From an optimization exercise on the open Yosys and OpenROAD flow, aimed at small area; shortcuts taken in it are not production practice.
Only simulation tests tie the RTL to the original design; equivalence was not proved.
No activity file was given, so power comes from the tool's default toggle rates.

==> design/flow/design.v <==
module xor_table_lookup_reader #(
    parameter int NUM_WR      = 8,
    parameter int INDEX_WIDTH = 12,
    parameter int VALUE_WIDTH = 31,
    parameter int KEY_WIDTH   = 32,
    parameter int DATA_WIDTH  = 64,
    parameter int RD_LATENCY  = 2
) (
    input  logic                          clk,
    input  logic                          reset,
    input  logic                          en_in,
    input  logic [1:0]                    opt_in,
    input  logic [INDEX_WIDTH-1:0]        index_in,
    input  logic [KEY_WIDTH-1:0]          key_in,
    output logic                          rd_en,
    output logic [INDEX_WIDTH-1:0]        rd_addr,
    input  logic [NUM_WR*DATA_WIDTH-1:0]  rd_bank_data,
    input  logic [NUM_WR-1:0]             wr_snoop_valid,
    input  logic [NUM_WR*INDEX_WIDTH-1:0] wr_snoop_index,
    input  logic [NUM_WR*DATA_WIDTH-1:0]  wr_snoop_entry,
    output logic                          out_valid,
    output logic                          out_hit,
    output logic [VALUE_WIDTH-1:0]        out_value,
    output logic [KEY_WIDTH-1:0]          out_key,
    output logic [INDEX_WIDTH-1:0]        out_index
);
    localparam int VALID_BIT = KEY_WIDTH + VALUE_WIDTH;
    localparam int ENTRY_W   = VALID_BIT + 1;
    localparam int DEPTH     = RD_LATENCY + 1;
    logic [DEPTH-1:0]                  pipe_valid;
    logic [DEPTH-1:0][KEY_WIDTH-1:0]   pipe_key;
    logic [DEPTH-1:0][INDEX_WIDTH-1:0] pipe_index;
    logic [DEPTH-1:0]                  pipe_fwd_v;
    logic [DEPTH-1:0][ENTRY_W-1:0]     pipe_fwd_entry;
    logic [DEPTH-1:0]                  nxt_fwd_v;
    logic [DEPTH-1:0][ENTRY_W-1:0]     nxt_fwd_entry;
    logic               last_valid;
    logic [KEY_WIDTH-1:0]   last_key;
    logic [INDEX_WIDTH-1:0] last_index;
    logic               last_fwd_v;
    logic [ENTRY_W-1:0] last_fwd_entry;
    logic [ENTRY_W-1:0] raw;
    logic [ENTRY_W-1:0] entry;
    logic               accept;
    logic               hit;
    assign accept = en_in && (opt_in == 2'b00);
    always_comb begin
        for (int k = 0; k < DEPTH; k++) begin
            nxt_fwd_v[k]     = pipe_fwd_v[k];
            nxt_fwd_entry[k] = pipe_fwd_entry[k];
            for (int j = 0; j < NUM_WR; j++) begin
                if (wr_snoop_valid[j] &&
                    wr_snoop_index[j*INDEX_WIDTH +: INDEX_WIDTH] == pipe_index[k]) begin
                    nxt_fwd_v[k]     = 1'b1;
                    nxt_fwd_entry[k] = wr_snoop_entry[j*DATA_WIDTH +: ENTRY_W];
                end
            end
        end
    end
    always_comb begin
        raw = '0;
        for (int j = 0; j < NUM_WR; j++) begin
            raw ^= rd_bank_data[j*DATA_WIDTH +: ENTRY_W];
        end
    end
    assign last_valid     = pipe_valid[DEPTH-1];
    assign last_key       = pipe_key[DEPTH-1];
    assign last_index     = pipe_index[DEPTH-1];
    assign last_fwd_v     = nxt_fwd_v[DEPTH-1];
    assign last_fwd_entry = nxt_fwd_entry[DEPTH-1];
    assign entry = last_fwd_v ? last_fwd_entry : raw;
    assign hit   = entry[VALID_BIT] && (entry[KEY_WIDTH-1:0] == last_key);
    always_ff @(posedge clk) begin
        if (reset) begin
            rd_en     <= 1'b0;
            rd_addr   <= '0;
            out_valid <= 1'b0;
            out_hit   <= 1'b0;
            out_value <= '0;
            out_key   <= '0;
            out_index <= '0;
            pipe_valid     <= '0;
            pipe_key       <= '0;
            pipe_index     <= '0;
            pipe_fwd_v     <= '0;
            pipe_fwd_entry <= '0;
        end else begin
            rd_en <= accept;
            if (accept) begin
                rd_addr <= index_in;
            end
            pipe_valid[0]     <= accept;
            pipe_key[0]       <= key_in;
            pipe_index[0]     <= index_in;
            pipe_fwd_v[0]     <= 1'b0;
            pipe_fwd_entry[0] <= '0;
            for (int k = 1; k < DEPTH; k++) begin
                pipe_valid[k]     <= pipe_valid[k-1];
                pipe_key[k]       <= pipe_key[k-1];
                pipe_index[k]     <= pipe_index[k-1];
                pipe_fwd_v[k]     <= nxt_fwd_v[k-1];
                pipe_fwd_entry[k] <= nxt_fwd_entry[k-1];
            end
            out_valid <= last_valid;
            if (last_valid) begin
                out_hit   <= hit;
                out_value <= hit ? entry[KEY_WIDTH +: VALUE_WIDTH] : '0;
                out_key   <= last_key;
                out_index <= last_index;
            end else begin
                out_hit   <= 1'b0;
                out_value <= '0;
            end
        end
    end
endmodule
==> design/flow/run.sh <==
#!/bin/bash
# synth_recipe.tcl (not shown) runs the flow's synth.tcl, then flattens the netlist and writes it again
# the make line also repeats each setting of config.mk as NAME=value (left out here)
make -C /OpenROAD-flow-scripts/flow DESIGN_CONFIG=/design/flow/config.mk WORK_HOME=/design/flow/orfs CLKGATE_MAP_FILE= SYNTH_SCRIPT=/design/flow/synth_recipe.tcl finish
==> design/flow/config.mk <==
export PLATFORM = sky130hd
export DESIGN_NAME = xor_table_lookup_reader
export DESIGN_NICKNAME = xor_table_lookup_reader
export VERILOG_FILES = /design/flow/design.v
export SDC_FILE = /design/flow/constraint.sdc
export NUM_CORES = 4
export LEC_CHECK = 0
export CAP_MARGIN = 20
export CORE_AREA = 10 10 470 470
export DIE_AREA = 0 0 480 480
export SLEW_MARGIN = 20
==> design/flow/constraint.sdc <==
create_clock -name core_clock -period 7.0 [get_ports {clk}]
set_input_delay 1.4000 -clock core_clock [delete_from_list [all_inputs] [get_ports {clk}]]
set_output_delay 1.4000 -clock core_clock [all_outputs]
set_load 0.01 [all_outputs]
==> run summary <==
## metal layers
metal	wire length, um	share of wire [%]	global-route usage [%]
met5	409	0.13	0
met4	21100	6.9	14.3
met3	28900	9.5	7.27
met2	137000	45	40.3
met1	118000	39	29.5
## placed cells by master, fill, tap and decap left out, types with 136 or more instances in the layout
cell type,count
clkdlybuf4s50_1,1265
xnor2_1,596
nand2_1,565
nor2_1,394
dfxtp_1,352
o21ai_0,277
nand3_1,243
mux2i_1,225
xor2_1,146
nor2b_1,136
## worst paths after layout
check	to	startpoint	slack [ps]	cells past startpoint
hold reg to reg	pipe_key[84]	pipe_key[52]	410	1
setup reg to reg	out_value[2]	pipe_index[32]	320	14
hold / removal	pipe_key[84]	pipe_key[52]	410	1
setup / recovery	out_value[2]	wr_snoop_index[6]	250	14
## layout make-up
class | instances | share of cell area [%]
Antenna cell | 102 | 0.499
Clock buffer | 67 | 2.81
Inverter | 17 | 0.125
Timing Repair Buffer | 1409 | 27.3
Clock inverter | 28 | 0.924
Tap cell | 2805 | 6.86
Sequential cell | 354 | 13.9
Multi-Input combinational cell | 3671 | 47.6
## sequential cells by signal (all words and copies together), names as in the netlist
signal and flops:
out_hit 1, out_index 12, out_key 32, out_valid 1, out_value 31, pipe_fwd_entry 128
pipe_fwd_v 2, pipe_index 36, pipe_key 96, pipe_valid 3, rd_addr 12
## critical path: stages
cell and delay [ps]:
clkdlybuf4s50_1 570, xor2_1 220, nor3_1 660, nand4_1 280
buf_12 270, mux2i_1 250, o21ai_0 840, a21oi_1 410
o21ai_1 200, mux2_2 350, nor4_1 670, nand4_1 200
buf_4 340, nor4_2 410
## where the power goes
part           internal [uW]  switching, uW  leakage (uW)  total (uW)
clock network           1790           1240      0.000907        3030
registers               2050           50.7       0.00288        2100
logic                   1140           1330        0.0139        2480
## logic make-up after synthesis
kind of cell           after synthesis
XOR/XNOR                           745
AO/OA/AOI/OAI                     1058
AND/OR/NAND/NOR                   1638
multiplexers                       230
flip-flops                         354
buffers and inverters              421
## per-stage QoR
step,utilization (%),hold slack [ps]
finish,24.4,406
global route,24.3,437
CTS,24.2,416
detailed placement,23.3,420
global placement,23.3,414
floorplan,-,414
==> impl_metrics.tcl <==
set metrics [dict create \
    ys_seq_elements 354 \
    leakage_uw 0.0177 \
    syn_avg_cell_area_sq_um 7.40 \
    multiInputGateArea_sq_um 24400 \
    setup_slack_ps 253 \
    ant_nets 0 \
    rsz0062_at_grt "no" \
    cts_root_buf "clkbuf_16" \
    cp-end-kind "register" \
    htree_levels 2 \
    cts_buffer_depth 3 \
    synthDistinctLibCells 73 \
    rows 168 \
    synth_top_area_cell "dfxtp_1" \
    grt_pass1_wl_um 396000 \
    antenna_found_initial 234 \
    synth_compound_area_share_pct 22.8 \
    die_x_um 480 \
    synth-xor-area-share_pct 19.8 \
    syn_area_sq_um 32900 \
    io_buffers 1266 \
    finalCriticalPeriod_ps 6750 \
    drc 0 \
    cts_resized 0 \
    finalMaxSlewViolations 0 \
    max_cap_violations 0 \
    dp_slack_ps 159 \
    peakVddDrop_mv 0.182 \
    cts_setup_buffers 0 \
    muxShareOfSynthArea_pct 7.02 \
    wl_per_cell_um 36.1 \
    dp_cells 8256 \
    drtPass1Iterations 8 \
    synthFlopType "dfxtp_1" \
    nNetsFinal 6681 \
    cts_tree "yes" \
    power.density_nw_per_um2 149 \
    hold_path.class "register to register" \
    fmax_mhz 148 \
    finalHoldViolCount 0 \
    synth_edf_count 0 \
    ys_seq_area_share_pct 21.5 \
    grt_max_degree 130 \
    seqCellArea_sq_um 7090 \
    vias 42532 \
    drive_above_1_share_pct 5.72 \
    pin_count 1267 \
    tightest_slew_ps 1220 \
    stdcell_count 8453 \
    grt_pass1_vias 41346 \
    drtIter0Drc 5113 \
    cp_max_fo 40 \
    worstSkewPairLatency_ps 720 \
    numCtsBuffers 51 \
    die_h_um 480 \
    synthMostInstantiatedCell "xnor2_1" \
    cp-start-kind "input port" \
    syn_nets 5623 \
    via_per_inst 5.03 \
    final_cell_area_sq_um 51200 \
    hpwl_um 246000 \
    cp.arrival_ps 7310 \
    cp.required_ps 7570 \
    path_class "input port to register" \
    clock-sinks 354 \
    synth_adder_area_share_pct 0 \
    core-area_sq_um 210000 \
    setup_tns_ps 0 \
    yosys-top-cells-area "dfxtp_1, xnor2_1, mux2i_1" \
    place.gp.congestion 1.00 \
    finalSetupViolations 0 \
    nFillCells 22891 \
    status "no timing/DRC/antenna violations" \
    dieArea_sq_um 230000 \
    start_util_pct 15.7 \
    skew_ps 52.0 \
    synth_top_family_by_area "simple AND/OR/NAND/NOR gates" \
    finalPower_uw 7610 \
    synth-simple-area-share_pct 23.7 \
    grt_overflow 0 \
    path_clk_slew_ps 60 \
    syn_to_final_growth_pct 55.6 \
    maxSlewHeadroom_pct 17.9 \
    synth_warnings 1 \
    yosys-top-cells-count "xnor2_1, nand2_1, nor2_1" \
    synthDominantCellAreaShare_pct 21.5 \
    async_flop_share_pct 0 \
    wirelength_um 305000 \
    grt_use_total_pct 25.0 \
    cts.hold.buffers_added 0 \
    netlist_instances 4446 \
    place_area_sq_um 49000 \
    finalCritPeriodShare_pct 96.4 \
]

==> static timing again, ports no longer ideal <==
How much do the figures lean on ideal ports? The routed layout below was timed once more, with nothing changed but the port constraints. Step 1, drivers: a clkbuf_16 drives clk and a buf_2 each remaining input, both assumed. Step 2 times the ports against the registers' clock, not the clock port: input delays grow and output delays shrink by t, the midpoint of the rising clock arrivals with the driver on. a / b / c = no drivers / after step 1 / after step 2; a / b = the first two.
t, ns: 0.775
slack for setup (ns): 0.253 / 0.308 / -0.467
worst setup path at the end: input to register
clock arrival spread, ns: 0.054 / 0.054
worst slew at a driven data input, ns: 0.39
With both steps, setup timing fails in this run, where it was met with ideal ports. The setup slack of this run moves by +0.055 ns with the drivers and by -0.720 ns with both steps.
